This design comes from an exercise in tuning for small area on the open sky130 flow, not from production work.
The RTL was checked by simulation tests, not by an equivalence proof against the original design.
No activity file was given, so power comes from the tool's default toggle rates.

--- config.mk ---
export PLATFORM = sky130hd
export DESIGN_NAME = intra_pred_regs
export DESIGN_NICKNAME = intra_pred_regs
export VERILOG_FILES = /design/flow/design.v
export SDC_FILE = /design/flow/constraint.sdc
export NUM_CORES = 4
export LEC_CHECK = 0
export CAP_MARGIN = 20
export CORE_MARGIN = 2
export CORE_UTILIZATION = 60
export PLACE_DENSITY = 0.75
export SLEW_MARGIN = 20
export SYNTH_HIERARCHICAL = 1
--- constraint.sdc ---
create_clock -name core_clock -period 4.0 [get_ports {clk}]
set_input_delay 0.8000 -clock core_clock [delete_from_list [all_inputs] [get_ports {clk}]]
set_output_delay 0.8000 -clock core_clock [all_outputs]
set_load 0.01 [all_outputs]
--- design.v ---
module ip_hold #(parameter int W = 32) (
	input  logic         we,
	input  logic         web,
	input  logic [W-1:0] n,
	input  logic [W-1:0] q,
	output logic [W-1:0] d
);
	assign d = ({W{we}} & n) | ({W{web}} & q);
endmodule
module ip_sel3 #(parameter int W = 32) (
	input  logic         s0,
	input  logic         s1,
	input  logic         s2,
	input  logic [W-1:0] a0,
	input  logic [W-1:0] a1,
	input  logic [W-1:0] a2,
	output logic [W-1:0] y
);
	assign y = ({W{s0}} & a0) | ({W{s1}} & a1) | ({W{s2}} & a2);
endmodule
module ip_mask #(parameter int W = 32) (
	input  logic         sb,
	input  logic [W-1:0] qn,
	output logic [W-1:0] y
);
	assign y = ~({W{sb}} | qn);
endmodule
module intra_pred_regs (
	input  logic         clk,
	input  logic         rst_n,
	input  logic         ena,
	input  logic [4:0]   blk4x4_counter,
	input  logic [35:0]  pred_wr,          
	input  logic [34:0]  up_wr,            
	input  logic [36:0]  left_wr,          
	input  logic [2:0]   preload_counter,
	input  logic [95:0]  line_ram,         
	output logic [127:0] intra_pred,
	output logic [127:0] up_mb,
	output logic [127:0] left_mb
);
	logic sel_l, sel_b, sel_r;
	assign sel_l = ~blk4x4_counter[4];
	assign sel_b = blk4x4_counter[4] & ~blk4x4_counter[3] & ~blk4x4_counter[2];
	assign sel_r = blk4x4_counter[4] & (blk4x4_counter[3] | blk4x4_counter[2]);
	logic [127:0] pn_q;                    
	logic [127:0] pn_d;
	logic [3:0]   pv_q;
	logic         p_dc, p_col;
	logic [1:0]   p_c;
	logic [3:0]   p_we;
	logic [31:0]  p_nn;                    
	logic [31:0]  p_cq [4];                
	logic [31:0]  p_cd [4];
	assign p_dc  = ena & (pred_wr[35:34] == 2'd2);
	assign p_col = ena & (pred_wr[35:34] == 2'd1);
	assign p_c   = ~pred_wr[33:32];        
	always_comb begin
		for (int r = 0; r < 4; r++)
			p_nn[r*8 +: 8] = p_dc ? ~pred_wr[7:0] : ~pred_wr[r*8 +: 8];
		for (int c = 0; c < 4; c++)
			p_we[c] = p_dc | (p_col & (p_c == 2'(c)));
	end
	always_ff @(posedge clk or negedge rst_n) begin
		if (!rst_n) pv_q <= '0;
		else        pv_q <= pv_q | p_we;
	end
	for (genvar c = 0; c < 4; c++) begin : g_pcol
		for (genvar r = 0; r < 4; r++) begin : g_prow
			assign p_cq[c][r*8 +: 8]          = pn_q[(4*r+c)*8 +: 8];
			assign pn_d[(4*r+c)*8 +: 8]       = p_cd[c][r*8 +: 8];
		end
		ip_hold #(32) u_hold (.we(p_we[c]), .web(~p_we[c]), .n(p_nn), .q(p_cq[c]), .d(p_cd[c]));
		ip_mask #(32) u_mask (.sb(~pv_q[c]), .qn(p_cq[c]), .y({
			intra_pred[(12+c)*8 +: 8], intra_pred[(8+c)*8 +: 8],
			intra_pred[(4+c)*8 +: 8], intra_pred[c*8 +: 8]}));
	end
	always_ff @(posedge clk) pn_q <= pn_d;
	logic [127:0] ul_q, ul_d;              
	logic [63:0]  ub_q, ub_d, ur_q, ur_d;
	logic [3:0]   ulv_q;
	logic [1:0]   ucv_q;                   
	logic         u_pre;
	logic [1:0]   u_slot;
	logic [3:0]   ul_we;
	logic [1:0]   uc_we;
	logic [31:0]  ul_n, ul_nn;
	logic [31:0]  ul_nk [4];               
	assign u_pre  = (preload_counter != 3'd0) && (preload_counter <= 3'd4);
	assign u_slot = 2'(3'd4 - preload_counter);
	assign ul_n   = u_pre ? line_ram[95:64] : up_wr[31:0];
	assign ul_nn  = u_pre ? ~line_ram[95:64] : ~up_wr[31:0];
	assign ul_nk[0] = ul_n;
	assign ul_nk[1] = ul_n;
	assign ul_nk[2] = ul_nn;
	assign ul_nk[3] = ul_nn;
	assign uc_we[0] = ena & (preload_counter == 3'd2);
	assign uc_we[1] = ena & (preload_counter == 3'd1);
	always_comb begin
		for (int q = 0; q < 4; q++)
			ul_we[q] = ena & (u_pre ? (u_slot == 2'(q)) : (up_wr[34] & (up_wr[33:32] == 2'(q))));
	end
	always_ff @(posedge clk or negedge rst_n) begin
		if (!rst_n) begin
			ulv_q <= '0;
			ucv_q <= '0;
		end else begin
			ulv_q <= ulv_q | ul_we;
			ucv_q <= ucv_q | uc_we;
		end
	end
	for (genvar k = 0; k < 4; k++) begin : g_ul
		ip_hold #(32) u_hold (.we(ul_we[k]), .web(~ul_we[k]), .n(ul_nk[k]),
			.q(ul_q[k*32 +: 32]), .d(ul_d[k*32 +: 32]));
	end
	for (genvar k = 0; k < 2; k++) begin : g_uc
		ip_hold #(32) u_hold_b (.we(uc_we[k]), .web(~uc_we[k]), .n(line_ram[63:32]),
			.q(ub_q[k*32 +: 32]), .d(ub_d[k*32 +: 32]));
		ip_hold #(32) u_hold_r (.we(uc_we[k]), .web(~uc_we[k]), .n(line_ram[31:0]),
			.q(ur_q[k*32 +: 32]), .d(ur_d[k*32 +: 32]));
	end
	always_ff @(posedge clk) begin
		ul_q <= ul_d;
		ub_q <= ub_d;
		ur_q <= ur_d;
	end
	logic [127:0] ll_q, ll_d;              
	logic [63:0]  lb_q, lb_d, lr_q, lr_d;
	logic [3:0]   llv_q;
	logic [1:0]   lbv_q, lrv_q;
	logic [3:0]   ll_we;
	logic [1:0]   lb_we, lr_we;
	logic         l_wr;
	logic [31:0]  ll_nk [4];
	assign ll_nk[0] = left_wr[31:0];
	assign ll_nk[1] = left_wr[31:0];
	assign ll_nk[2] = ~left_wr[31:0];
	assign ll_nk[3] = ~left_wr[31:0];
	assign l_wr = ena & left_wr[34];
	always_comb begin
		for (int q = 0; q < 4; q++)
			ll_we[q] = l_wr & (left_wr[36:35] == 2'd0) & (left_wr[33:32] == 2'(q));
		for (int q = 0; q < 2; q++) begin
			lb_we[q] = l_wr & (left_wr[36:35] == 2'd1) & (left_wr[32] == 1'(q));
			lr_we[q] = l_wr & (left_wr[36:35] == 2'd2) & (left_wr[32] == 1'(q));
		end
	end
	always_ff @(posedge clk or negedge rst_n) begin
		if (!rst_n) begin
			llv_q <= '0;
			lbv_q <= '0;
			lrv_q <= '0;
		end else begin
			llv_q <= llv_q | ll_we;
			lbv_q <= lbv_q | lb_we;
			lrv_q <= lrv_q | lr_we;
		end
	end
	for (genvar k = 0; k < 4; k++) begin : g_ll
		ip_hold #(32) u_hold (.we(ll_we[k]), .web(~ll_we[k]), .n(ll_nk[k]),
			.q(ll_q[k*32 +: 32]), .d(ll_d[k*32 +: 32]));
	end
	for (genvar k = 0; k < 2; k++) begin : g_lc
		ip_hold #(32) u_hold_b (.we(lb_we[k]), .web(~lb_we[k]), .n(left_wr[31:0]),
			.q(lb_q[k*32 +: 32]), .d(lb_d[k*32 +: 32]));
		ip_hold #(32) u_hold_r (.we(lr_we[k]), .web(~lr_we[k]), .n(left_wr[31:0]),
			.q(lr_q[k*32 +: 32]), .d(lr_d[k*32 +: 32]));
	end
	always_ff @(posedge clk) begin
		ll_q <= ll_d;
		lb_q <= lb_d;
		lr_q <= lr_d;
	end
	for (genvar k = 0; k < 2; k++) begin : g_lo
		ip_sel3 #(32) u_up (.s0(sel_l & ulv_q[k]), .s1(sel_b & ucv_q[k]), .s2(sel_r & ucv_q[k]),
			.a0(ul_q[k*32 +: 32]), .a1(ub_q[k*32 +: 32]), .a2(ur_q[k*32 +: 32]), .y(up_mb[k*32 +: 32]));
		ip_sel3 #(32) u_left (.s0(sel_l & llv_q[k]), .s1(sel_b & lbv_q[k]), .s2(sel_r & lrv_q[k]),
			.a0(ll_q[k*32 +: 32]), .a1(lb_q[k*32 +: 32]), .a2(lr_q[k*32 +: 32]), .y(left_mb[k*32 +: 32]));
	end
	for (genvar k = 2; k < 4; k++) begin : g_hi
		ip_mask #(32) u_up (.sb(~(sel_l & ulv_q[k])), .qn(ul_q[k*32 +: 32]), .y(up_mb[k*32 +: 32]));
		ip_mask #(32) u_left (.sb(~(sel_l & llv_q[k])), .qn(ll_q[k*32 +: 32]), .y(left_mb[k*32 +: 32]));
	end
endmodule
--- flow/run.sh ---
#!/bin/bash
# Layout: the standard flow, with two changes:
#  - port buffers are the smallest buffer, buf_1
#  - CTS builds the tree from small clock buffers and adds no dummy loads
set -euo pipefail
bash standard.sh \
  BUFFER_PORTS_ARGS="-buffer_cell sky130_fd_sc_hd__buf_1" \
  CTS_ARGS="-sink_clustering_enable -repair_clock_nets -buf_list sky130_fd_sc_hd__clkbuf_4 -sink_clustering_size 9 -sink_clustering_max_diameter 40 -dont_use_dummy_load" \
  RECOVER_POWER=100 \
  finish > standard_flow.log 2>&1
--- standard.sh ---
#!/bin/bash
# synth_recipe.tcl (not shown) runs the flow's synth.tcl, then flattens the netlist and writes it again
# the make line also repeats each setting of config.mk as NAME=value (left out here)
make -C /OpenROAD-flow-scripts/flow DESIGN_CONFIG=/design/flow/config.mk WORK_HOME=/design/flow/orfs CLKGATE_MAP_FILE= SYNTH_SCRIPT=/design/flow/synth_recipe.tcl "${@:-finish}"
==> summary.txt, run 1 <==
Placement
  • DP Worst Slack: 0.262 ns
  • PortBufs: 596
  • Final Wtd Congestion: 0.942
  • Final HPWL DP: between 50 and 60 mm

Timing
  • Total negative slack: 0 ns
  • FMAX: between 0.2 and 0.3 GHz
  • Hold_ws: 0.227 ns
  • Final setup fails: 0
  • Final Hold Fails: 0
  • Final Cycle Share: roughly 93%
  • RSZ-0062 raised after global routing: false
  • Max-slew violation total from the final report: 536
  • Setup WS post-layout: ~0.27 ns
  • Skew final: 0 ns
  • Minimum clock period: between 3 and 4 ns
  • Slew headroom: -37.1%
  • Worst Max-Slew Pin Slew: between 2 and 2.5 ns

GRT
  • Largest net degree at the start of global routing: 66
  • Vias in the first global route: about 21000
  • Total grt overflow: 0
  • First-pass GRT wire length: around 120 mm
  • Initial antenna violation count: 8
  • Gr usage total: 35.6%

Clock network
  • Total clock sinks: ~660
  • Clk latency of the worst-skew pair: ~0.8 ns
  • Clock-pin slew on the worst setup and hold paths: around 0.09 ns
  • Cts repair resizes: 0
  • CTS tree: yes
  • Total CTS buffers: 93
  • # hold bufs at CTS: 1
  • Root Driver: clkbuf_4
  • Clock Path Buffers: 3
  • H-tree depth reported by CTS: 3
  • Buffer count from post-CTS setup fixing: 0

Synthesis
  • Post-synth EDFFs: 0
  • Register area share after synthesis: roughly 53%
  • Yosys top cell area share: between 50% and 60%
  • Synth Instances: ~2200
  • Yosys cell types: 39
  • Top cells by area, synth: dfxtp_1, a22o_1, buf_6
  • Post-synth top flop: dfxtp_1
  • Seq cells post-synth: between 600 and 700
  • Commonest cells post-synth: dfxtp_1, a22o_1, nor2_1
  • Top-count cell post-synth: dfxtp_1
  • Mean area per synthesized cell: around 11 µm²
  • Synth async-reset ratio: under 10%
  • Yosys top cell by area: dfxtp_1
  • Cell Area, Synth: between 20000 and 30000 µm²
  • Synth warn: 14
  • Net Count, Synth: ~2500

Worst setup path
  • CP endpoint kind: output pin
  • Worst r2r dst: pv_q[3]$_DFF_PN0_
  • Critical path class: in2out
  • Crit-path max FO: 32
  • Req. time, crit path: between 3 and 4 ns
  • Reg2reg path depth: 2
  • Element type at the critical path start: input pin
  • R2r startpoint: pv_q[3]$_DFF_PN0_
  • R2R Setup Slk: between 2 and 2.5 ns
  • Worst Path Arrival: 2.93 ns

Min path
  • Worst hold start: line_ram[0]
  • Hold Path Depth: 2
  • Hold Path Sink: ur_q[32]$_DFF_P_
  • Classification of the worst-slack hold path: in2reg

Drt
  • WL met3: between 8 and 9 mm
  • DR vias: around 22000
  • Met2 routed WL: roughly 37 mm
  • Final ANT Viol Nets: 0
  • Detailed Routing Iterations Pass 1: 9
  • Routed WL: 81.7 mm
  • Via/cell ratio: 6.48
  • WL/cell: 24.4 µm
  • M1 wire length: 32.0 mm
  • Iteration-0 DRC count of the detailed router: between 2000 and 3000
  • Top sig layer: met5
  • DRC: 0

Power
  • Pwr Density: roughly 560 nW/µm²
  • Peak VDD IR: slightly below 0.0003 V
  • Pleak: 12.6 nW

Final layout
  • Nets: between 3000 and 4000
  • Area Overhead vs Synth: 8.40%
  • Layout cells sized above 1: under 10%
  • Fin util: about two thirds

Die
  • Die area: 43700 µm²
  • Core ar.: approximately 42000 µm²
  • Io pins: roughly 600
  • Rows: 75
  • Die W: approximately 210 µm
  • Initial Utilization: 60.4%
  • Die Ht: about 210 µm

Outcome
  • Failing Checks: max-capacitance violations, max-slew violations
  • Status: complete, but fails checks

Job
  • Max Cap Violations: 15
[placed cells by master (no fill, tap or decap), types with 3 or more instances in the layout]
cell and n:
nor2_1 261, clkbuf_1 34, nor2b_1 4, nand3_1 3
a222oi_1 128, buf_1 584, clkbuf_2 5, a22o_1 600
and3_1 12, clkinv_1 4, diode_2 7, nand2_1 10
inv_1 183, inv_2 3, o21ai_0 4, dfxtp_1 640
nand2b_1 13, dfrtp_1 18, clkbuf_4 93, nor2b_2 3
nor4bb_1 3, mux2_2 31, mux2i_1 32, nand3b_1 3
and2_0 4, a22o_2 40, a21oi_1 25, buf_4 30
or2_2 5
[routing by layer]
layer	GRT usage [%]	vias to the layer above
li1	-	9503
met4	18.7	2
met5	0	-
met3	8.76	222
met1	45.6	10600
met2	55.7	1407
[worst max-delay path by stage]
stage / start / end / depth (start not counted)
after global placement: preload_counter[2] / ul_q[94]$_DFF_P_ / 5
after global routing: blk4x4_counter[4] / up_mb[118] / 6
final: blk4x4_counter[4] / up_mb[118] / 6
after floorplan: preload_counter[2] / ub_q[62]$_DFF_P_ / 6
after detailed placement: preload_counter[2] / ul_q[94]$_DFF_P_ / 5
after CTS: blk4x4_counter[3] / up_mb[18] / 8
[final cells by class]
type	count	area [µm²]
fill	3424	14400
sequential	658	13300
multi-input combinational	1205	9330
timing repair buffer	657	2650
inverter	190	713
clock buffer	93	698
tap	539	674
antenna	7	17.5
[critical path, cell delays in order]
cell	delay, ns
clkbuf_1	0.20
buf_4	0.22
nand2b_1	0.15
clkbuf_1	1.13
nor2_1	0.21
buf_1	0.20
[stage by stage]
step | cell area [µm²] | total power [mW] | instances
3_5_place_dp | 26700 | 12.3 | 3247
5_1_grt | 27300 | 16.1 | 3349
4_1_cts | 27400 | 15.4 | 3341
3_3_place_gp | 26700 | 12.2 | 3247
2_1_floorplan | 25200 | 11.0 | 2246
6_report | 27300 | 15.4 | 3349
[power breakdown]
group / switching [mW] / internal (mW) / total (mW)
Sequential: 0.772 / 7.93 / 8.70
Clock: 2.10 / 1.07 / 3.16
Combinational: 1.95 / 1.59 / 3.54
Total: 4.82 / 10.6 / 15.4
[flip-flops by register name, indices dropped and copies added (netlist names)]
signal	cells
ul_q	128
lrv_q	2
ulv_q	4
ub_q	64
ucv_q	2
llv_q	4
lr_q	64
pv_q	4
ur_q	64
pn_q	128
ll_q	128
lb_q	64
lbv_q	2
[cell families after synthesis]
| group | count (synthesis) | share of synthesized area, % |
|---|---|---|
| AOI/OAI and AO/OA | 804 | 28.3 |
| xor gates and xnor gates | 1 | 0.109 |
| adders and majority gates | 1 | 0.0397 |
| buffers and inverters | 383 | 10.6 |
| DFF | 658 | 52.6 |
| muxes | 64 | 2.70 |
| and+or+nand+nor | 335 | 5.74 |
==> inputs of run 2 (changes only) <==
--- a/design.v
+++ b/design.v
@@ -5,7 +5,18 @@
 	input  logic [W-1:0] q,
 	output logic [W-1:0] d
 );
-	assign d = ({W{we}} & n) | ({W{web}} & q);
+	for (genvar i = 0; i < W / 8; i++) begin : g_byte
+		ip_hold8 u_b (.we(we), .web(web), .n(n[i*8 +: 8]), .q(q[i*8 +: 8]), .d(d[i*8 +: 8]));
+	end
+endmodule
+module ip_hold8 (
+	input  logic       we,
+	input  logic       web,
+	input  logic [7:0] n,
+	input  logic [7:0] q,
+	output logic [7:0] d
+);
+	assign d = ({8{we}} & n) | ({8{web}} & q);
 endmodule
 module ip_sel3 #(parameter int W = 32) (
 	input  logic         s0,
==> flow/run.sh (replaced) <==
#!/bin/bash
# Layout: the standard flow, with two changes:
#  - port buffers are the smallest buffer, buf_1
#  - CTS builds the tree from small clock buffers and adds no dummy loads
set -euo pipefail
bash standard.sh \
  BUFFER_PORTS_ARGS="-buffer_cell sky130_fd_sc_hd__buf_1" \
  CTS_ARGS="-sink_clustering_enable -repair_clock_nets -buf_list sky130_fd_sc_hd__clkbuf_8 -sink_clustering_size 16 -sink_clustering_max_diameter 60 -dont_use_dummy_load" \
  finish > standard_flow.log 2>&1
==> run 2 against run 1 <==
Against the previous run: now clean on timing, DRC and antenna; synthesized area down 0.40%; fmax up 7.8%; setup slack better by 0.27 ns; non-clock buffer count rose by 4; synthesized cell count is 1.8% higher; clock power down 2%; largest power group unchanged.
==> summary.txt, run 2 <==
Worst setup path
  • Crit-path max FO: 32 (unchanged)
  • CP endpoint kind: output pin
  • Req. time, crit path: 3.20 ns (about the same)
  • R2r startpoint: pv_q[0]$_DFF_PN0_
  • CP peak stage delay: 0.44 ns (-0.69 ns)
  • Crit-path leading delay family: simple AND/OR/NAND/NOR gates
  • Worst Path Arrival: 2.66 ns (-0.27 ns)
  • Worst r2r dst: pv_q[0]$_DFF_PN0_
  • Critical path class: in2out
  • Critical Path, Cell by Cell: buf_1 -> nor2_1 -> nor2b_1 -> and2_1 -> buf_4 -> a222oi_1 -> inv_1 -> buf_1
  • R2R Setup Slk: 2.64 ns (+0.15 ns)
  • Critical Path Slowest Stage Cell: nor2_1
  • Reg2reg path depth: 2 (unchanged)
  • Worst Path Buf+Inv: 4 (unchanged)
  • Crit path top cell by count: buf_1
  • Element type at the critical path start: input pin

Timing
  • Max-slew violation total from the final report: 0 (-100%)
  • Hold_ws: 0.0993 ns (-0.127 ns)
  • FMAX: 0.289 GHz (+7.8%)
  • Slew headroom: 29.5% (+67 points)
  • Skew final: 0 ns (unchanged)
  • Final Hold Fails: 0 (unchanged)
  • Setup WS post-layout: 0.543 ns (+0.270 ns)
  • Final setup fails: 0 (unchanged)
  • Worst Max-Slew Pin Slew: 1.06 ns (-1.00 ns)
  • Minimum clock period: 3.46 ns (-0.270 ns)
  • Total negative slack: 0 ns (unchanged)
  • RSZ-0062 raised after global routing: false
  • Final Cycle Share: 86.4% (-6.8 points)

Clock network
  • H-tree depth reported by CTS: 2 (-1)
  • Root Driver: clkbuf_8
  • # hold bufs at CTS: 0 (-1)
  • Buffer count from post-CTS setup fixing: 0 (unchanged)
  • Cts repair resizes: 0 (unchanged)
  • Total CTS buffers: 48 (-48%)
  • CTS tree: yes
  • Clock Path Buffers: 3 (unchanged)
  • Total clock sinks: 658 (unchanged)
  • Clock-pin slew on the worst setup and hold paths: 0.10 ns (about the same)
  • Clk latency of the worst-skew pair: 0.63 ns (-0.17 ns)

Placement
  • PortBufs: 596 (unchanged)
  • DP Area: 26700 µm² (about the same)
  • DP Worst Slack: 0.611 ns (+0.349 ns)
  • Placed insts: 3243 (-0.12%)
  • Final HPWL DP: 54.6 mm (+0.91%)
  • Final Wtd Congestion: 0.932 (-1.1%)

Drt
  • Routed WL: 82.0 mm (+0.45%)
  • Final ANT Viol Nets: 0 (unchanged)
  • Via/cell ratio: 6.55 (+1.1%)
  • WL/cell: 24.8 µm (+1.8%)
  • Detailed Routing Iterations Pass 1: 10 (+1)
  • Iteration-0 DRC count of the detailed router: 2917 (+10%)
  • DRC: 0 (unchanged)
  • DR vias: 21600 (-0.26%)

Power
  • NetSw: 4.77 mW (-1.1%)
  • Internal power: 10.6 mW (+0.20%)
  • Pleak: 12.7 nW (+0.28%)
  • Clock power frac: 20.1% (-0.4 points)
  • Reg power frac: 56.8% (+0.3 points)
  • Sw Ratio: 31.0% (-0.27 points)
  • Pwr Density: 559 nW/µm² (-0.68%)
  • Peak VDD IR: 0.000351 V (+18%)
  • Logic pwr share: 23.1% (about the same)

GRT
  • First-pass GRT wire length: 124 mm (+0.47%)
  • Largest net degree at the start of global routing: 66 (unchanged)
  • Initial antenna violation count: 16 (+8)
  • Total grt overflow: 0 (unchanged)
  • Gr usage total: 35.9% (+0.29 points)
  • Vias in the first global route: 20700 (-1.8%)

Synthesis
  • Yosys top cell by area: dfxtp_1
  • Net Count, Synth: 2501 (+1.6%)
  • Cell Area, Synth: 25100 µm² (-0.40%)
  • Commonest cells post-synth: a22o_1, dfxtp_1, nor2_1
  • Post-synth top flop: dfxtp_1
  • Register area share after synthesis: 52.8% (+0.21 points)
  • Top cells by area, synth: dfxtp_1, a22o_1, buf_6
  • Yosys top cell area share: 51.0% (+0.20 points)
  • Seq cells post-synth: 658 (unchanged)
  • Mean area per synthesized cell: 11.0 µm² (-2.1%)
  • Synth warn: 14 (unchanged)
  • Yosys cell types: 38 (-2.6%)
  • Post-synth EDFFs: 0 (unchanged)
  • Synth async-reset ratio: 2.74% (unchanged)
  • Synth Instances: 2286 (+1.8%)

Die
  • Die area: 43500 µm² (-0.39%)
  • Core ar.: 41100 µm² (-1.6%)
  • Initial Utilization: 61.1% (+0.71 points)
  • Die Ht: 209 µm (-0.19%)
  • Rows: 74 (-1.3%)
  • Die W: 209 µm (-0.19%)
  • Io pins: 599 (unchanged)

Min path
  • Classification of the worst-slack hold path: in2async

Final layout
  • Non-Filler Instances: 3305 (-1.3%)
  • Area Overhead vs Synth: 9.36%
  • Biggest regs: ll_q x128, pn_q x128, ul_q x128
  • Finished layout cell area: 27500 µm² (+0.48%)
  • Layout cells sized above 1: 6.19% (-1.6 points)
  • FILL cells: 3379 (-1.3%)
  • Commonest non-fill, non-tap cells in the layout: a22o_1, dfxtp_1, buf_1
  • Nets: 2979 (-1.4%)

Outcome
  • Status: timing/DRC/antenna clean

Job
  • Max Cap Violations: 0 (-15)
run 2: cell types whose count changed after synthesis, sizes merged:
| cell | delta |
|---|---|
| buf | +40 |
run 2: layout make-up:
type | count | area [µm²] | share of cell area, %
Inverter | 190 | 713 | 2.60
Clock buffer | 48 | 661 | 2.40
Multi-Input combinational cell | 1205 | 9310 | 33.9
Timing Repair Buffer | 661 | 2840 | 10.3
Antenna cell | 11 | 27.5 | 0.100
Tap cell | 532 | 666 | 2.42
Sequential cell | 658 | 13300 | 48.3
run 2: through the flow:
step	util [%]	total power [mW]
floorplan	-	10.9
global placement	64.9	12.1
detailed placement	65.0	12.3
CTS	66.6	15.3
global route	66.8	16.0
finish	66.8	15.4
run 2: metal layers:
layer / global-route usage, % / share of wire [%]
met5: 0 / 0.11
met2: 57.5 / 46
met1: 45.5 / 39
met4: 17.1 / 4.5
met3: 9.12 / 10
run 2: Yosys stat by module, one instance, submodules excluded, excerpt:
| module | cell area, µm² | flip-flops and latches | times used |
|---|---|---|---|
| intra_pred_regs | 15000 | 658 | 1 |
| ip_hold8 | 86.3 | 0 | 80 |
run 2: cell families after synthesis:
family	synth area share [%]
XOR/XNOR	0.110
adder cells (fa/ha/maj)	0.0398
AND/OR/NAND/NOR	5.76
AO/OA/AOI/OAI	28.2
multiplexers	2.71
buffers and inverters	10.4
flip-flops	52.8
run 2: worst max-delay path by stage:
stage / from / endpoint / slack [ns] / cells past startpoint
2_1_floorplan: preload_counter[2] / ub_q[32]$_DFF_P_ / 1.15 / 6
6_report: blk4x4_counter[2] / up_mb[58] / 0.54 / 8
3_5_place_dp: blk4x4_counter[2] / up_mb[28] / 0.61 / 8
5_1_grt: blk4x4_counter[4] / up_mb[20] / 0.46 / 8
4_1_cts: blk4x4_counter[4] / up_mb[20] / 0.59 / 8
3_3_place_gp: blk4x4_counter[2] / up_mb[28] / 0.61 / 8
run 2: power groups by stage:
stage,Clock [mW],Sequential (mW),Combinational (mW)
floorplan,0,8.58,2.36
global placement,0,8.74,3.41
detailed placement,0,8.79,3.50
CTS,3.13,8.68,3.51
global route,3.35,8.85,3.81
finish,3.09,8.73,3.55
==> inputs of run 3 (changes only) <==
--- a/design.v
+++ b/design.v
@@ -19,15 +19,17 @@
 	assign d = ({8{we}} & n) | ({8{web}} & q);
 endmodule
 module ip_sel3 #(parameter int W = 32) (
-	input  logic         s0,
+	input  logic         s0b,
 	input  logic         s1,
 	input  logic         s2,
-	input  logic [W-1:0] a0,
+	input  logic [W-1:0] a0n,
 	input  logic [W-1:0] a1,
 	input  logic [W-1:0] a2,
 	output logic [W-1:0] y
 );
-	assign y = ({W{s0}} & a0) | ({W{s1}} & a1) | ({W{s2}} & a2);
+	logic [W-1:0] y12n;                    
+	assign y12n = ~(({W{s1}} & a1) | ({W{s2}} & a2));
+	assign y    = ~(({W{s0b}} | a0n) & y12n);
 endmodule
 module ip_mask #(parameter int W = 32) (
 	input  logic         sb,
@@ -95,16 +97,10 @@
 	logic [1:0]   u_slot;
 	logic [3:0]   ul_we;
 	logic [1:0]   uc_we;
-	logic [31:0]  ul_n, ul_nn;
-	logic [31:0]  ul_nk [4];               
+	logic [31:0]  ul_nn;                   
 	assign u_pre  = (preload_counter != 3'd0) && (preload_counter <= 3'd4);
 	assign u_slot = 2'(3'd4 - preload_counter);
-	assign ul_n   = u_pre ? line_ram[95:64] : up_wr[31:0];
 	assign ul_nn  = u_pre ? ~line_ram[95:64] : ~up_wr[31:0];
-	assign ul_nk[0] = ul_n;
-	assign ul_nk[1] = ul_n;
-	assign ul_nk[2] = ul_nn;
-	assign ul_nk[3] = ul_nn;
 	assign uc_we[0] = ena & (preload_counter == 3'd2);
 	assign uc_we[1] = ena & (preload_counter == 3'd1);
 	always_comb begin
@@ -121,7 +117,7 @@
 		end
 	end
 	for (genvar k = 0; k < 4; k++) begin : g_ul
-		ip_hold #(32) u_hold (.we(ul_we[k]), .web(~ul_we[k]), .n(ul_nk[k]),
+		ip_hold #(32) u_hold (.we(ul_we[k]), .web(~ul_we[k]), .n(ul_nn),
 			.q(ul_q[k*32 +: 32]), .d(ul_d[k*32 +: 32]));
 	end
 	for (genvar k = 0; k < 2; k++) begin : g_uc
@@ -142,11 +138,6 @@
 	logic [3:0]   ll_we;
 	logic [1:0]   lb_we, lr_we;
 	logic         l_wr;
-	logic [31:0]  ll_nk [4];
-	assign ll_nk[0] = left_wr[31:0];
-	assign ll_nk[1] = left_wr[31:0];
-	assign ll_nk[2] = ~left_wr[31:0];
-	assign ll_nk[3] = ~left_wr[31:0];
 	assign l_wr = ena & left_wr[34];
 	always_comb begin
 		for (int q = 0; q < 4; q++)
@@ -168,7 +159,7 @@
 		end
 	end
 	for (genvar k = 0; k < 4; k++) begin : g_ll
-		ip_hold #(32) u_hold (.we(ll_we[k]), .web(~ll_we[k]), .n(ll_nk[k]),
+		ip_hold #(32) u_hold (.we(ll_we[k]), .web(~ll_we[k]), .n(~left_wr[31:0]),
 			.q(ll_q[k*32 +: 32]), .d(ll_d[k*32 +: 32]));
 	end
 	for (genvar k = 0; k < 2; k++) begin : g_lc
@@ -183,10 +174,10 @@
 		lr_q <= lr_d;
 	end
 	for (genvar k = 0; k < 2; k++) begin : g_lo
-		ip_sel3 #(32) u_up (.s0(sel_l & ulv_q[k]), .s1(sel_b & ucv_q[k]), .s2(sel_r & ucv_q[k]),
-			.a0(ul_q[k*32 +: 32]), .a1(ub_q[k*32 +: 32]), .a2(ur_q[k*32 +: 32]), .y(up_mb[k*32 +: 32]));
-		ip_sel3 #(32) u_left (.s0(sel_l & llv_q[k]), .s1(sel_b & lbv_q[k]), .s2(sel_r & lrv_q[k]),
-			.a0(ll_q[k*32 +: 32]), .a1(lb_q[k*32 +: 32]), .a2(lr_q[k*32 +: 32]), .y(left_mb[k*32 +: 32]));
+		ip_sel3 #(32) u_up (.s0b(~(sel_l & ulv_q[k])), .s1(sel_b & ucv_q[k]), .s2(sel_r & ucv_q[k]),
+			.a0n(ul_q[k*32 +: 32]), .a1(ub_q[k*32 +: 32]), .a2(ur_q[k*32 +: 32]), .y(up_mb[k*32 +: 32]));
+		ip_sel3 #(32) u_left (.s0b(~(sel_l & llv_q[k])), .s1(sel_b & lbv_q[k]), .s2(sel_r & lrv_q[k]),
+			.a0n(ll_q[k*32 +: 32]), .a1(lb_q[k*32 +: 32]), .a2(lr_q[k*32 +: 32]), .y(left_mb[k*32 +: 32]));
 	end
 	for (genvar k = 2; k < 4; k++) begin : g_hi
 		ip_mask #(32) u_up (.sb(~(sel_l & ulv_q[k])), .qn(ul_q[k*32 +: 32]), .y(up_mb[k*32 +: 32]));
==> run 3 against run 2 <==
Against the previous run: non-clock buffer count increased by 1; utilization fell by 0.58 points; cell area is 2.0% lower; clock skew unchanged; sequential share of layout area increased by 0.98 points; first-iteration DRC count is 25% lower; fmax down 0.87%; routed wire length increased by 1.5%; die area decreased by 2.0%; highest routed layer unchanged.
==> summary.txt, run 3 <==
Timing
  • Final setup fails: 0 (unchanged)
  • RSZ-0062 raised after global routing: false
  • Final Hold Fails: 0 (unchanged)
  • FMAX: 0.287 GHz (-0.87%)
  • Total negative slack: 0 ns (unchanged)
  • Hold_ws: 0.202 ns (+0.102 ns)
  • Final Cycle Share: 87.2% (+0.76 points)
  • Max-slew violation total from the final report: 0 (unchanged)
  • Minimum clock period: 3.49 ns (+0.0303 ns)
  • Worst Max-Slew Pin Slew: 1.09 ns (+0.0307 ns)
  • Slew headroom: 27.1% (-2.4 points)
  • Skew final: 0 ns (unchanged)

Worst setup path
  • Req. time, crit path: 3.20 ns (about the same)
  • Element type at the critical path start: input pin
  • Critical Path Slowest Stage Cell: nor2_1
  • Crit-path max FO: 14 (-56%)
  • CP peak stage delay: 0.42 ns (-0.02 ns)
  • Worst Path Buf+Inv: 3 (-1)
  • Crit-path leading delay family: simple AND/OR/NAND/NOR gates
  • CP endpoint kind: output pin
  • Worst Path Arrival: 2.69 ns (+0.03 ns)
  • Critical path class: in2out
  • Crit path top cell by count: buf_1
  • Critical Path, Cell by Cell: buf_1 -> nor2_1 -> nor2b_1 -> and2_1 -> buf_4 -> a22oi_1 -> o21ai_0 -> buf_1

Drt
  • Iteration-0 DRC count of the detailed router: 2188 (-25%)
  • DR vias: 21300 (-1.7%)
  • Via/cell ratio: 6.50 (-0.71%)
  • WL/cell: 25.4 µm (+2.5%)
  • Final ANT Viol Nets: 0 (unchanged)
  • Routed WL: 83.3 mm (+1.5%)
  • Detailed Routing Iterations Pass 1: 5 (-5)
  • DRC: 0 (unchanged)

Clock network
  • Total clock sinks: 658 (unchanged)
  • Clk latency of the worst-skew pair: 0.65 ns (+0.02 ns)
  • Cts repair resizes: 0 (unchanged)
  • Buffer count from post-CTS setup fixing: 0 (unchanged)
  • H-tree depth reported by CTS: 2 (unchanged)
  • # hold bufs at CTS: 0 (unchanged)
  • Root Driver: clkbuf_8
  • Clock Path Buffers: 3 (unchanged)
  • CTS tree: yes
  • Clock-pin slew on the worst setup and hold paths: 0.10 ns (about the same)
  • Total CTS buffers: 48 (unchanged)

GRT
  • Vias in the first global route: 20100 (-3.0%)
  • Total grt overflow: 0 (unchanged)
  • Largest net degree at the start of global routing: 66 (unchanged)
  • Initial antenna violation count: 15 (-1)
  • Gr usage total: 37.2% (+1.3 points)
  • First-pass GRT wire length: 122 mm (-1.5%)

Die
  • Io pins: 599 (unchanged)
  • Die W: 207 µm (-1.0%)
  • Initial Utilization: 60.6% (-0.57 points)
  • Die area: 42700 µm² (-2.0%)
  • Rows: 74 (unchanged)
  • Core ar.: 40600 µm² (-1.1%)
  • Die Ht: 207 µm (-1.0%)

Placement
  • PortBufs: 596 (unchanged)
  • Final Wtd Congestion: 0.915 (-1.9%)
  • Final HPWL DP: 55.4 mm (+1.4%)

Final layout
  • Commonest non-fill, non-tap cells in the layout: a22o_1, dfxtp_1, buf_1
  • Fin util: 66.3% (-0.58 points)
  • Register area: 13300 µm² (unchanged)
  • Biggest regs: ll_q x128, pn_q x128, ul_q x128
  • FILL cells: 3324 (-1.6%)
  • Area taken by multi-input logic gates: 9270 µm² (-0.43%)
  • Nets: 2948 (-1.0%)
  • Area Overhead vs Synth: 9.43% (about the same)
  • Layout cells sized above 1: 4.94% (-1.2 points)

Synthesis
  • Net Count, Synth: 2466 (-1.4%)
  • Register area share after synthesis: 53.9% (+1.1 points)
  • Seq cells post-synth: 658 (unchanged)
  • Commonest cells post-synth: a22o_1, dfxtp_1, nor2_1
  • Synth Instances: 2251 (-1.5%)
  • Yosys top cell by area: dfxtp_1
  • Yosys cell types: 38 (unchanged)
  • Top cells by area, synth: dfxtp_1, a22o_1, buf_6
  • Mean area per synthesized cell: 10.9 µm² (-0.52%)
  • Synth async-reset ratio: 2.74% (unchanged)
  • Post-synth EDFFs: 0 (unchanged)
  • Synth warn: 10 (-4)
  • Yosys top cell area share: 52.1% (+1.1 points)
  • Post-synth top flop: dfxtp_1
  • Cell Area, Synth: 24600 µm² (-2.0%)

Power
  • Peak VDD IR: 0.000415 V (+18%)
  • Pleak: 11.6 nW (-8.4%)
  • Pwr Density: 567 nW/µm² (+1.4%)
  • Power, Total: 15.3 mW (-0.64%)

Outcome
  • Status: timing/DRC/antenna clean

Job
  • Max Cap Violations: 0 (unchanged)

Min path
  • Classification of the worst-slack hold path: in2async
[run 3: cell types whose count changed in the layout (fill, tap and decap cells not counted), moves of 4 or more]
cell,change
o21ai_0,+116
a222oi_1,-128
o21ai_1,+12
mux2_2,-31
a22oi_1,+128
nand2b_1,+4
inv_1,-126
[run 3: logic make-up after synthesis]
group                    synth area share [%]
AO/OA/AOI/OAI                            30.1
XOR/XNOR                                0.112
adder cells (fa/ha/maj)                0.0407
buffers and inverters                    8.68
flip-flops                               53.9
multiplexers                             1.30
AND/OR/NAND/NOR                          5.89
[run 3: power by group]
part           internal [mW]  switching (mW)
combinational           1.49            1.98
sequential              7.93           0.767
clock                   1.08            2.02
total                   10.5            4.77
[run 3: layout make-up]
class | instances | share of cell area (%)
Clock buffer | 48 | 2.45
Timing Repair Buffer | 662 | 10.5
Multi-Input combinational cell | 1301 | 34.4
Tap cell | 532 | 2.47
Antenna cell | 9 | 0.0836
Sequential cell | 658 | 49.2
Inverter | 62 | 0.864
[run 3: through the flow]
stage	setup slack [ns]	cell area (µm²)	instances
6_report	0.513	26900	3272
3_5_place_dp	0.548	26200	3213
2_1_floorplan	1.15	24600	2251
5_1_grt	0.434	26900	3270
4_1_cts	0.562	26900	3261
3_3_place_gp	0.623	26200	3213
[run 3: final timing paths]
| path | depth (start not counted) | end | slack [ns] | from |
|---|---|---|---|---|
| min reg2reg | 1 | lrv_q[0]$_DFF_PN0_ | 0.47 | lrv_q[0]$_DFF_PN0_ |
| max in group asynchronous | 2 | ulv_q[0]$_DFF_PN0_ | 3.54 | rst_n |
| max | 8 | up_mb[35] | 0.51 | blk4x4_counter[3] |
| min in group core_clock | 2 | ub_q[35]$_DFF_P_ | 0.40 | line_ram[35] |
| min | 2 | pv_q[0]$_DFF_PN0_ | 0.20 | rst_n |
| max reg2reg | 3 | pv_q[1]$_DFF_PN0_ | 2.64 | pv_q[1]$_DFF_PN0_ |
[run 3: routing by layer]
layer | vias up | share of wire, % | wire, µm | global-route usage [%]
met3 | 211 | 11 | 8750 | 10.3
met4 | 14 | 4.2 | 3500 | 15.7
met1 | 10500 | 40 | 33100 | 48.5
met5 | - | 0.12 | 103 | 0
met2 | 1317 | 45 | 37900 | 58.1
li1 | 9252 | - | - | -
[run 3: per-module statistics from Yosys (local to each module, per instance), excerpt]
module | copies in the design | flops+latches
intra_pred_regs | 1 | 658
ip_hold8 | 80 | 0
==> inputs of run 4 (changes only) <==
--- a/config.mk
+++ b/config.mk
@@ -7,7 +7,7 @@
 export LEC_CHECK = 0
 export CAP_MARGIN = 20
 export CORE_MARGIN = 2
-export CORE_UTILIZATION = 60
-export PLACE_DENSITY = 0.75
+export CORE_UTILIZATION = 70
+export PLACE_DENSITY = 0.85
 export SLEW_MARGIN = 20
 export SYNTH_HIERARCHICAL = 1
==> run 4 against run 3 <==
Against the previous run: synthesized area did not move; largest cell class unchanged; synthesized cell count did not move; total power fell by 0.12%.
==> summary.txt, run 4 <==
Outcome
  • Status: timing/DRC/antenna clean

Synthesis
  • Post-synth top flop: dfxtp_1
  • Yosys top cell by area: dfxtp_1
  • Net Count, Synth: 2466 (unchanged)
  • Cell Area, Synth: 24600 µm² (unchanged)
  • Synth warn: 10 (unchanged)
  • Yosys top cell area share: 52.1% (unchanged)
  • Synth async-reset ratio: 2.74% (unchanged)
  • Synth Instances: 2251 (unchanged)
  • Seq cells post-synth: 658 (unchanged)
  • Mean area per synthesized cell: 10.9 µm² (unchanged)
  • Yosys cell types: 38 (unchanged)
  • Post-synth EDFFs: 0 (unchanged)
  • Commonest cells post-synth: a22o_1, dfxtp_1, nor2_1
  • Top cells by area, synth: dfxtp_1, a22o_1, buf_6
  • Register area share after synthesis: 53.9% (unchanged)

Worst setup path
  • Critical Path Slowest Stage Cell: nand2b_1
  • Worst Path Buf+Inv: 2 (-1)
  • CP peak stage delay: 0.98 ns (+0.56 ns)
  • Element type at the critical path start: input pin
  • Crit path top cell by count: buf_1
  • Crit-path max FO: 24 (+10)
  • Critical Path, Cell by Cell: buf_1 -> nand2b_1 -> o21ai_0 -> buf_1
  • Critical path class: in2out
  • Worst r2r dst: pv_q[3]$_DFF_PN0_
  • Crit-path leading delay family: simple AND/OR/NAND/NOR gates
  • R2r startpoint: pv_q[3]$_DFF_PN0_
  • Worst Path Arrival: 2.83 ns (+0.14 ns)
  • R2R Setup Slk: 2.63 ns (about the same)
  • Req. time, crit path: 3.20 ns (about the same)
  • Reg2reg path depth: 2 (-1)
  • CP endpoint kind: output pin

GRT
  • Met1 Usage GRT: 56.7% (+8.2 points)
  • Gr usage total: 43.1% (+6.0 points)
  • Met3 Track Usage GR: 11.1% (+0.89 points)
  • GRT Max-Usage Layer: met2
  • Initial antenna violation count: 15 (unchanged)
  • GR Util met2: 65.3% (+7.3 points)
  • Largest net degree at the start of global routing: 66 (unchanged)
  • First-pass GRT wire length: 122 mm (+0.60%)
  • Vias in the first global route: 20600 (+2.2%)
  • Total grt overflow: 0 (unchanged)

Die
  • Rows: 68 (-8.1%)
  • Core ar.: 34500 µm² (-15%)
  • Initial Utilization: 71.3% (+11 points)
  • Die W: 192 µm (-7.3%)
  • Io pins: 599 (unchanged)
  • Die area: 36700 µm² (-14%)
  • Die Ht: 192 µm (-7.3%)

Power
  • Pwr Density: 570 nW/µm² (+0.44%)
  • Peak VDD IR: 0.000366 V (-12%)
  • Pleak: 11.6 nW (-0.10%)

Clock network
  • Clk latency of the worst-skew pair: 0.60 ns (-0.05 ns)
  • Total clock sinks: 658 (unchanged)
  • Root Driver: clkbuf_8
  • CTS tree: yes
  • Buffer count from post-CTS setup fixing: 0 (unchanged)
  • Clock-pin slew on the worst setup and hold paths: 0.10 ns (about the same)
  • H-tree depth reported by CTS: 2 (unchanged)
  • # hold bufs at CTS: 0 (unchanged)
  • Cts repair resizes: 0 (unchanged)
  • Clock Path Buffers: 3 (unchanged)
  • Total CTS buffers: 47 (-2.1%)

Placement
  • Placed insts: 3133 (-2.5%)
  • PortBufs: 596 (unchanged)
  • Final HPWL DP: 55.2 mm (-0.37%)
  • Final Wtd Congestion: 0.943 (+3.1%)

Timing
  • RSZ-0062 raised after global routing: false
  • Final Cycle Share: 90.7% (+3.5 points)
  • Max-slew violation total from the final report: 0 (unchanged)
  • FMAX: 0.276 GHz (-3.9%)
  • Worst Max-Slew Pin Slew: 1.20 ns (+0.112 ns)
  • Final Hold Fails: 0 (unchanged)
  • Total negative slack: 0 ns (unchanged)
  • Skew final: 0 ns (unchanged)
  • Slew headroom: 20.1% (-7.0 points)
  • Final setup fails: 0 (unchanged)
  • Minimum clock period: 3.63 ns (+0.140 ns)

Final layout
  • Layout cells sized above 1: 4.77% (-0.18 points)
  • Nets: 2944 (-0.14%)
  • Biggest regs: ll_q x128, pn_q x128, ul_q x128
  • Commonest non-fill, non-tap cells in the layout: a22o_1, dfxtp_1, buf_1
  • Area Overhead vs Synth: 8.81%
  • Fin util: 77.5% (+11 points)
  • Non-Filler Instances: 3200 (-2.2%)

Drt
  • WL/cell: 25.9 µm (+1.9%)
  • Detailed Routing Iterations Pass 1: 8 (+3)
  • DR vias: 21800 (+2.7%)
  • DRC: 0 (unchanged)
  • Routed WL: 83.0 mm (-0.30%)
  • Via/cell ratio: 6.82 (+5.0%)
  • Iteration-0 DRC count of the detailed router: 2756 (+26%)
  • Final ANT Viol Nets: 0 (unchanged)

Min path
  • Classification of the worst-slack hold path: in2async

Job
  • Max Cap Violations: 0 (unchanged)
[run 4: cell count changes in the layout (fill, tap and decap cells not counted), sizes merged]
cell	previous run	this run
diode	9	18
buf	662	658
[run 4: metal layers]
layer  wire length, µm  vias to the layer above
met1             30700                    10600
li1                  -                     9252
met3             10700                      310
met2             37000                     1716
met4              4500                        8
met5                50                        -
[run 4: Yosys stat by module, one instance, submodules excluded, excerpt]
module	cell area, µm²	times used	cells
intra_pred_regs	14600	1	879
ip_hold8	86.3	80	10
[run 4: where the power goes]
part           switching [mW]  internal [mW]
clock                    2.00           1.06
sequential              0.782           7.93
combinational            2.00           1.48
[run 4: worst max path at each step]
stage                       startpoint                to  slack, ns  cells after the start
floorplan           preload_counter[2]  ub_q[32]$_DFF_P_       1.15                      6
global placement     blk4x4_counter[4]       left_mb[63]       0.58                      4
detailed placement   blk4x4_counter[4]       left_mb[45]       0.52                      4
CTS                  blk4x4_counter[4]       left_mb[45]       0.50                      4
global route         blk4x4_counter[4]       left_mb[45]       0.37                      4
finish               blk4x4_counter[4]       left_mb[63]       0.37                      4
[run 4: per-stage QoR]
step	hold WS (ns)	setup WS, ns	area, µm²	total power, mW
floorplan	0.424	1.15	24600	10.8
global placement	0.438	0.583	26000	12.0
detailed placement	0.446	0.518	26000	12.2
CTS	0.333	0.505	26700	15.1
global route	0.127	0.367	26800	15.8
finish	0.112	0.373	26800	15.3
[run 4: kinds of logic after synthesis]
group           Yosys count  synth area share (%)
flops                   658                  53.9
compound gates          932                  30.1
simple gates            335                  5.89
mux                      32                  1.30
fa+ha+maj                 1                0.0407
buf+inv                 292                  8.68
xor+xnor                  1                 0.112
[run 4: final cells by class]
| cell class | instances | area (µm²) |
|---|---|---|
| flip-flops and latches | 658 | 13300 |
| multi-input cells | 1301 | 9270 |
| fillers | 2398 | 7760 |
| repair buffers | 659 | 2760 |
| clock buffers | 47 | 647 |
| well taps | 455 | 569 |
| inverters | 62 | 233 |
| diodes | 18 | 45.0 |
[run 4: worst register-to-register path: cells and delay by family (launching register included)]
family,cells,cell delay (ns)
buf+inv,1,0.76
flops,1,0.37
simple gates,1,0.10
==> inputs of run 5 (changes only) <==
--- a/config.mk
+++ b/config.mk
@@ -7,7 +7,7 @@
 export LEC_CHECK = 0
 export CAP_MARGIN = 20
 export CORE_MARGIN = 2
-export CORE_UTILIZATION = 70
-export PLACE_DENSITY = 0.85
+export CORE_UTILIZATION = 80
+export PLACE_DENSITY = 0.9
 export SLEW_MARGIN = 20
 export SYNTH_HIERARCHICAL = 1
==> run 5 against run 4 <==
Against the previous run: sequential share of layout area grew 0.20 points; critical path depth grew 4; global-route usage grew 9.7 points; register-to-register slack gained 0.04 ns; fmax grew 5.2%; still clean on timing, DRC and antenna; synthesized cell count is the same; count of clock-buffer cells in the layout is the same; routed wire length grew 6.8%; cell count shrank 1.5%; hold slack gained 0.19 ns; cell area shrank 0.40%.
==> summary.txt, run 5 <==
Power
  • Pwr Density: 577 nW/µm² (+1.4%)
  • Pleak: 11.5 nW (-0.42%)
  • Power, Total: 15.4 mW (+0.94%)
  • Peak VDD IR: 0.000375 V (+2.5%)

Die
  • Die W: 179 µm (-6.3%)
  • Initial Utilization: 80.9% (+9.6 points)
  • Die area: 32200 µm² (-12%)
  • Rows: 64 (-5.9%)
  • Io pins: 599 (unchanged)
  • Die Ht: 179 µm (-6.3%)
  • Core ar.: 30400 µm² (-12%)

Clock network
  • H-tree depth reported by CTS: 2 (unchanged)
  • Root Driver: clkbuf_8
  • Cts repair resizes: 0 (unchanged)
  • Buffer count from post-CTS setup fixing: 0 (unchanged)
  • Total clock sinks: 658 (unchanged)
  • Clk latency of the worst-skew pair: 0.60 ns (about the same)
  • Clock-pin slew on the worst setup and hold paths: 0.10 ns (about the same)
  • CTS tree: yes
  • Clock Path Buffers: 3 (unchanged)
  • # hold bufs at CTS: 0 (unchanged)
  • Total CTS buffers: 47 (unchanged)

GRT
  • Gr usage total: 52.8% (+9.7 points)
  • Vias in the first global route: 21300 (+3.6%)
  • Initial antenna violation count: 36 (+21)
  • Largest net degree at the start of global routing: 66 (unchanged)
  • First-pass GRT wire length: 133 mm (+8.2%)
  • Total grt overflow: 0 (unchanged)

Worst setup path
  • Worst Path Arrival: 2.65 ns (-0.18 ns)
  • R2r startpoint: pv_q[2]$_DFF_PN0_
  • Reg2reg path depth: 2 (unchanged)
  • Crit-path max FO: 32 (+33%)
  • R2R Setup Slk: 2.67 ns (+0.04 ns)
  • Critical path class: in2out
  • Element type at the critical path start: input pin
  • Worst r2r dst: pv_q[2]$_DFF_PN0_
  • Worst setup startpoint: blk4x4_counter[2]
  • Req. time, crit path: 3.20 ns (about the same)
  • CP endpoint kind: output pin

Final layout
  • Commonest non-fill, non-tap cells in the layout: a22o_1, dfxtp_1, buf_1
  • Biggest regs: ll_q x128, pn_q x128, ul_q x128
  • FILL cells: 1552 (-35%)
  • Layout cells sized above 1: 4.59% (-0.18 points)
  • Nets: 2940 (-0.14%)
  • Area Overhead vs Synth: 8.38%

Timing
  • Skew final: 0 ns (unchanged)
  • Final setup fails: 0 (unchanged)
  • Setup WS post-layout: 0.551 ns (+0.178 ns)
  • Minimum clock period: 3.45 ns (-0.178 ns)
  • Final Cycle Share: 86.2% (-4.4 points)
  • Final Hold Fails: 0 (unchanged)
  • Worst Max-Slew Pin Slew: 1.04 ns (-0.157 ns)
  • Total negative slack: 0 ns (unchanged)
  • Max-slew violation total from the final report: 0 (unchanged)
  • Hold_ws: 0.306 ns (+0.194 ns)
  • FMAX: 0.290 GHz (+5.2%)
  • Slew headroom: 30.5% (+10 points)
  • RSZ-0062 raised after global routing: false

Drt
  • Routed WL: 88.7 mm (+6.8%)
  • Final ANT Viol Nets: 0 (unchanged)
  • Iteration-0 DRC count of the detailed router: 3643 (+32%)
  • WL/cell: 28.1 µm (+8.5%)
  • DR vias: 22700 (+3.9%)
  • DRC: 0 (unchanged)
  • Detailed Routing Iterations Pass 1: 7 (-1)
  • Via/cell ratio: 7.20 (+5.5%)

Synthesis
  • Synth async-reset ratio: 2.74% (unchanged)
  • Yosys top cell by area: dfxtp_1
  • Synth Instances: 2251 (unchanged)
  • Mean area per synthesized cell: 10.9 µm² (unchanged)
  • Post-synth top flop: dfxtp_1
  • Cell Area, Synth: 24600 µm² (unchanged)
  • Yosys cell types: 38 (unchanged)
  • Yosys top cell area share: 52.1% (unchanged)
  • Synth warn: 10 (unchanged)
  • Post-synth EDFFs: 0 (unchanged)
  • Top cells by area, synth: dfxtp_1, a22o_1, buf_6
  • Register area share after synthesis: 53.9% (unchanged)
  • Net Count, Synth: 2466 (unchanged)
  • Seq cells post-synth: 658 (unchanged)
  • Commonest cells post-synth: a22o_1, dfxtp_1, nor2_1

Outcome
  • Status: timing/DRC/antenna clean

Placement
  • PortBufs: 596 (unchanged)
  • Final Wtd Congestion: 0.964 (+2.2%)
  • DP Worst Slack: 0.687 ns (+0.169 ns)
  • Final HPWL DP: 58.5 mm (+6.0%)

Min path
  • Classification of the worst-slack hold path: in2async

Job
  • Max Cap Violations: 0 (unchanged)
run 5: report_power, final:
group | total [mW] | switching [mW] | internal (mW)
clock | 3.07 | 2.01 | 1.06
combinational | 3.55 | 2.08 | 1.47
sequential | 8.78 | 0.849 | 7.93
run 5: Yosys stat by module (local to each module, per instance), a selection:
module           cell area, µm²  flip-flops and latches
intra_pred_regs           14600                     658
ip_hold8                   86.3                       0
run 5: logic make-up (layout without fill, tap and decap cells):
| kind of cell | Yosys count | after routing | share of synthesized area (%) |
|---|---|---|---|
| adder cells (fa/ha/maj) | 1 | 1 | 0.0407 |
| buffers and inverters | 292 | 764 | 8.68 |
| XOR/XNOR | 1 | 1 | 0.112 |
| other | 0 | 33 | 0 |
| multiplexers | 32 | 32 | 1.30 |
| AO/OA/AOI/OAI | 932 | 932 | 30.1 |
| AND/OR/NAND/NOR | 335 | 335 | 5.89 |
| flip-flops | 658 | 658 | 53.9 |
run 5: through the flow:
stage	cell area, µm²	utilization, %	cells
2_1_floorplan	24600	-	2251
3_3_place_gp	25900	85.2	3071
3_5_place_dp	25900	85.3	3072
4_1_cts	26600	87.4	3119
5_1_grt	26700	87.6	3147
6_report	26700	87.7	3152
run 5: final cells by class:
cell class | instances | area, µm² | area share (%)
Inverter | 62 | 234 | 0.877
Sequential cell | 658 | 13300 | 49.7
Multi-Input combinational cell | 1301 | 9270 | 34.7
Tap cell | 396 | 495 | 1.86
Clock buffer | 47 | 647 | 2.42
Timing Repair Buffer | 655 | 2690 | 10.1
Antenna cell | 33 | 82.6 | 0.310
run 5: worst max-delay path, cell delays in order:
cell and delay (ns):
buf_1 0.08, nor2_1 0.37, nor2b_1 0.16, and2_1 0.19
buf_4 0.25, a22oi_1 0.29, o21ai_0 0.28, buf_1 0.21
run 5: layer usage:
| layer | GRT usage [%] | wire (µm) |
|---|---|---|
| met1 | 64.6 | 29300 |
| met2 | 75.6 | 37500 |
| met3 | 17.3 | 12600 |
| met4 | 44.2 | 9160 |
| met5 | 1.19 | 67 |
run 5: worst max-delay path by stage:
stage                       end  slack (ns)  cells past startpoint
2_1_floorplan  ub_q[32]$_DFF_P_        1.15                      6
3_3_place_gp        left_mb[58]        0.69                      8
3_5_place_dp        left_mb[58]        0.69                      8
4_1_cts             left_mb[58]        0.66                      8
5_1_grt             left_mb[58]        0.57                      8
6_report            left_mb[58]        0.55                      8
==> inputs of run 6 (changes only) <==
==> flow/run.sh (replaced) <==
#!/bin/bash
# Layout: the standard flow, with two changes:
#  - port buffers are the smallest buffer, buf_1
#  - CTS builds the tree from small clock buffers and adds no dummy loads
set -euo pipefail
bash standard.sh \
  BUFFER_PORTS_ARGS="-buffer_cell sky130_fd_sc_hd__buf_1" \
  CTS_ARGS="-sink_clustering_enable -repair_clock_nets -buf_list sky130_fd_sc_hd__clkbuf_4 -sink_clustering_size 10 -sink_clustering_max_diameter 40 -dont_use_dummy_load" \
  finish > standard_flow.log 2>&1
--- a/config.mk
+++ b/config.mk
@@ -7,7 +7,7 @@
 export LEC_CHECK = 0
 export CAP_MARGIN = 20
 export CORE_MARGIN = 2
-export CORE_UTILIZATION = 80
-export PLACE_DENSITY = 0.9
+export CORE_UTILIZATION = 60
+export PLACE_DENSITY = 0.75
 export SLEW_MARGIN = 20
 export SYNTH_HIERARCHICAL = 1
==> run 6 against run 5 <==
Against the previous run: total power fell by 0.86%; highest routed layer unchanged; cell area rose by 0.99%; hold slack got worse by 0.076 ns; critical path type unchanged; die area rose by 33%; utilization fell by 21 points; via count fell by 5.5%; setup slack got worse by 0.0036 ns; synthesized area did not move; cell count rose by 5.2%; combinational power fell by 2%.
==> summary.txt, run 6 <==
Outcome
  • Status: timing/DRC/antenna clean

Clock network
  • CTS tree: yes
  • Clock-pin slew on the worst setup and hold paths: 0.11 ns (about the same)
  • Clk latency of the worst-skew pair: 0.83 ns (+0.23 ns)
  • H-tree depth reported by CTS: 3 (+1)
  • Total clock sinks: 658 (unchanged)
  • Cts repair resizes: 0 (unchanged)
  • Clock Path Buffers: 3 (unchanged)
  • Total CTS buffers: 86 (+83%)
  • Root Driver: clkbuf_4

Drt
  • DRC: 0 (unchanged)
  • Final ANT Viol Nets: 0 (unchanged)
  • DR vias: 21500 (-5.5%)
  • Detailed Routing Iterations Pass 1: 5 (-2)
  • Via/cell ratio: 6.47 (-10%)
  • Routed WL: 83.8 mm (-5.5%)
  • WL/cell: 25.3 µm (-10%)
  • Iteration-0 DRC count of the detailed router: 2190 (-40%)

Synthesis
  • Cell Area, Synth: 24600 µm² (unchanged)
  • Synth async-reset ratio: 2.74% (unchanged)
  • Yosys top cell by area: dfxtp_1
  • Net Count, Synth: 2466 (unchanged)
  • Commonest cells post-synth: a22o_1, dfxtp_1, nor2_1
  • Mean area per synthesized cell: 10.9 µm² (unchanged)
  • Yosys cell types: 38 (unchanged)
  • Post-synth top flop: dfxtp_1
  • Synth warn: 10 (unchanged)
  • Register area share after synthesis: 53.9% (unchanged)
  • Post-synth EDFFs: 0 (unchanged)
  • Top cells by area, synth: dfxtp_1, a22o_1, buf_6
  • Synth Instances: 2251 (unchanged)
  • Seq cells post-synth: 658 (unchanged)
  • Yosys top cell area share: 52.1% (unchanged)

Worst setup path
  • Critical path class: in2out
  • Element type at the critical path start: input pin
  • CP endpoint kind: output pin
  • Worst Path Arrival: 2.65 ns (about the same)
  • Crit-path max FO: 14 (-56%)
  • Req. time, crit path: 3.20 ns (about the same)

Die
  • Io pins: 599 (unchanged)
  • Core ar.: 40600 µm² (+34%)
  • Die area: 42700 µm² (+33%)
  • Die Ht: 207 µm (+15%)
  • Rows: 74 (+16%)
  • Die W: 207 µm (+15%)
  • Initial Utilization: 60.6% (-20 points)

GRT
  • GR Util met2: 58.1% (-18 points)
  • Initial antenna violation count: 16 (-56%)
  • Vias in the first global route: 20400 (-4.1%)
  • Met3 Track Usage GR: 10.9% (-6.4 points)
  • Total grt overflow: 0 (unchanged)
  • Met1 Usage GRT: 48.4% (-16 points)
  • Largest net degree at the start of global routing: 66 (unchanged)
  • GRT Max-Usage Layer: met2
  • Gr usage total: 37.4% (-15 points)
  • First-pass GRT wire length: 122 mm (-7.7%)

Timing
  • FMAX: 0.290 GHz (-0.10%)
  • Skew final: 0 ns (unchanged)
  • Worst Max-Slew Pin Slew: 1.07 ns (+0.0301 ns)
  • Hold_ws: 0.230 ns (-0.0764 ns)
  • Final Hold Fails: 0 (unchanged)
  • Total negative slack: 0 ns (unchanged)
  • Final Cycle Share: 86.3% (+0.089 points)
  • Max-slew violation total from the final report: 0 (unchanged)
  • Slew headroom: 28.1% (-2.5 points)
  • Minimum clock period: 3.45 ns (+0.00358 ns)
  • RSZ-0062 raised after global routing: false
  • Setup WS post-layout: 0.547 ns (-0.00357 ns)
  • Final setup fails: 0 (unchanged)

Final layout
  • Commonest non-fill, non-tap cells in the layout: a22o_1, dfxtp_1, buf_1
  • Non-Filler Instances: 3315 (+5.2%)
  • Finished layout cell area: 26900 µm² (+0.99%)
  • Nets: 2987 (+1.6%)
  • Area Overhead vs Synth: 9.45%
  • Fin util: 66.3% (-21 points)
  • Biggest regs: ll_q x128, pn_q x128, ul_q x128
  • Layout cells sized above 1: 6.25% (+1.7 points)

Power
  • Power, Total: 15.3 mW (-0.86%)
  • Logic pwr share: 22.8% (-0.3 points)
  • Pleak: 11.6 nW (+1.0%)
  • Clock power frac: 20.3% (+0.4 points)
  • Pwr Density: 567 nW/µm² (-1.8%)
  • Peak VDD IR: 0.000357 V (-4.9%)
  • Reg power frac: 57.0% (about the same)
  • Internal power: 10.4 mW (-0.50%)
  • Sw Ratio: 31.8% (-0.25 points)
  • NetSw: 4.86 mW (-1.6%)

Min path
  • Classification of the worst-slack hold path: in2reg

Placement
  • DP Area: 26200 µm² (+1.0%)
  • DP Worst Slack: 0.548 ns (-0.139 ns)
  • Final HPWL DP: 55.4 mm (-5.3%)
  • Placed insts: 3213 (+4.6%)
  • PortBufs: 596 (unchanged)
  • Final Wtd Congestion: 0.915 (-5.1%)

Job
  • Max Cap Violations: 0 (unchanged)
==> run 6: critical path: stages <==
cell and delay, ns:
buf_1 0.07, nor2_1 0.41, nor2b_1 0.17, and2_1 0.34
buf_4 0.28, a22oi_1 0.17, o21ai_0 0.20, buf_1 0.19
==> run 6: power by group through the flow <==
stage | logic [mW] | registers, mW | clock network (mW)
floorplan | 2.24 | 8.57 | 0
global placement | 3.34 | 8.72 | 0
detailed placement | 3.41 | 8.77 | 0
CTS | 3.43 | 8.65 | 3.12
global route | 3.74 | 8.82 | 3.37
finish | 3.48 | 8.69 | 3.09
==> run 6: worst paths after layout <==
path / from / end / slack (ns) / cells past startpoint
max: blk4x4_counter[3] / up_mb[35] / 0.55 / 8
max in group asynchronous: rst_n / ulv_q[3]$_DFF_PN0_ / 3.11 / 3
min in group asynchronous: rst_n / llv_q[0]$_DFF_PN0_ / 0.55 / 3
min reg2reg: lrv_q[0]$_DFF_PN0_ / lrv_q[0]$_DFF_PN0_ / 0.46 / 1
min: line_ram[57] / ub_q[57]$_DFF_P_ / 0.23 / 2
max reg2reg: pv_q[1]$_DFF_PN0_ / pv_q[1]$_DFF_PN0_ / 2.61 / 3
==> run 6: cells by family (layout without fill, tap and decap cells) <==
logic type	after synthesis	in the layout	share of synthesized area, %
xor+xnor	1	1	0.112
flops	658	658	53.9
buf+inv	292	811	8.68
mux	32	32	1.30
other cells	0	13	0
simple gates	335	335	5.89
fa+ha+maj	1	1	0.0407
compound gates	932	932	30.1
==> run 6: layer usage <==
metal	wire [µm]	part of all wire (%)	vias up
li1	-	-	9363
met1	33000	39	10500
met2	37700	45	1350
met3	9320	11	227
met4	3670	4.4	14
met5	107	0.13	-
==> run 6: repair_timing <==
action                    in CTS  in global routing
hold endpoints to repair      13                  0
hold buffers                   1                  0
setup buffers                  0                  0
==> run 6: final cells by class <==
| class | count | area (µm²) |
|---|---|---|
| Timing Repair Buffer | 663 | 2830 |
| Inverter | 62 | 233 |
| Fill cell | 3368 | 13700 |
| Tap cell | 532 | 666 |
| Multi-Input combinational cell | 1301 | 9270 |
| Sequential cell | 658 | 13300 |
| Clock buffer | 86 | 646 |
| Antenna cell | 13 | 32.5 |
==> run 6: modules after synthesis, one instance, submodules excluded, excerpt <==
module,cells,copies in the design
ip_hold8,10,80
intra_pred_regs,879,1

-- port drivers added, routing unchanged --
No port has a modelled driver above. Below, the same layouts with a new extraction and two added sets of constraints.
Step 1 assumes that a clkbuf_16 drives the clock port and a buf_2 every other input.
Step 2, shift: input delay + t, output delay - t, t = (earliest + latest rising clock arrival at the registers) / 2. This alone moves slack from input paths to output paths.
Three values: no drivers, after step 1, after step 2; two values: the first two.
| run | t, ns | setup WS [ns] | hold slack, ns | latest minus earliest clock arrival (ns) | cell pins on the clock port's net |
|---|---|---|---|---|---|
| run 1 | 0.838 | 0.273 / 0.180 / -0.153 | 0.227 / 0.203 / 0.463 | 0.095 / 0.094 | 1 |
| run 2 | 0.694 | 0.543 / 0.498 / 0.498 | 0.099 / 0.137 / 0.462 | 0.045 / 0.045 | 1 |
| run 3 | 0.692 | 0.513 / 0.493 / 0.493 | 0.202 / 0.171 / 0.465 | 0.043 / 0.043 | 1 |
| run 4 | 0.657 | 0.373 / 0.347 / 0.347 | 0.112 / 0.151 / 0.463 | 0.030 / 0.030 | 1 |
| run 5 | 0.642 | 0.551 / 0.501 / 0.501 | 0.306 / 0.360 / 0.467 | 0.070 / 0.070 | 1 |
| run 6 | 0.858 | 0.547 / 0.527 / 0.515 | 0.230 / 0.220 / 0.462 | 0.117 / 0.117 | 1 |
The setup slack of run 1, which loses most, moves by -0.093 ns with the drivers and by -0.426 ns with both steps.
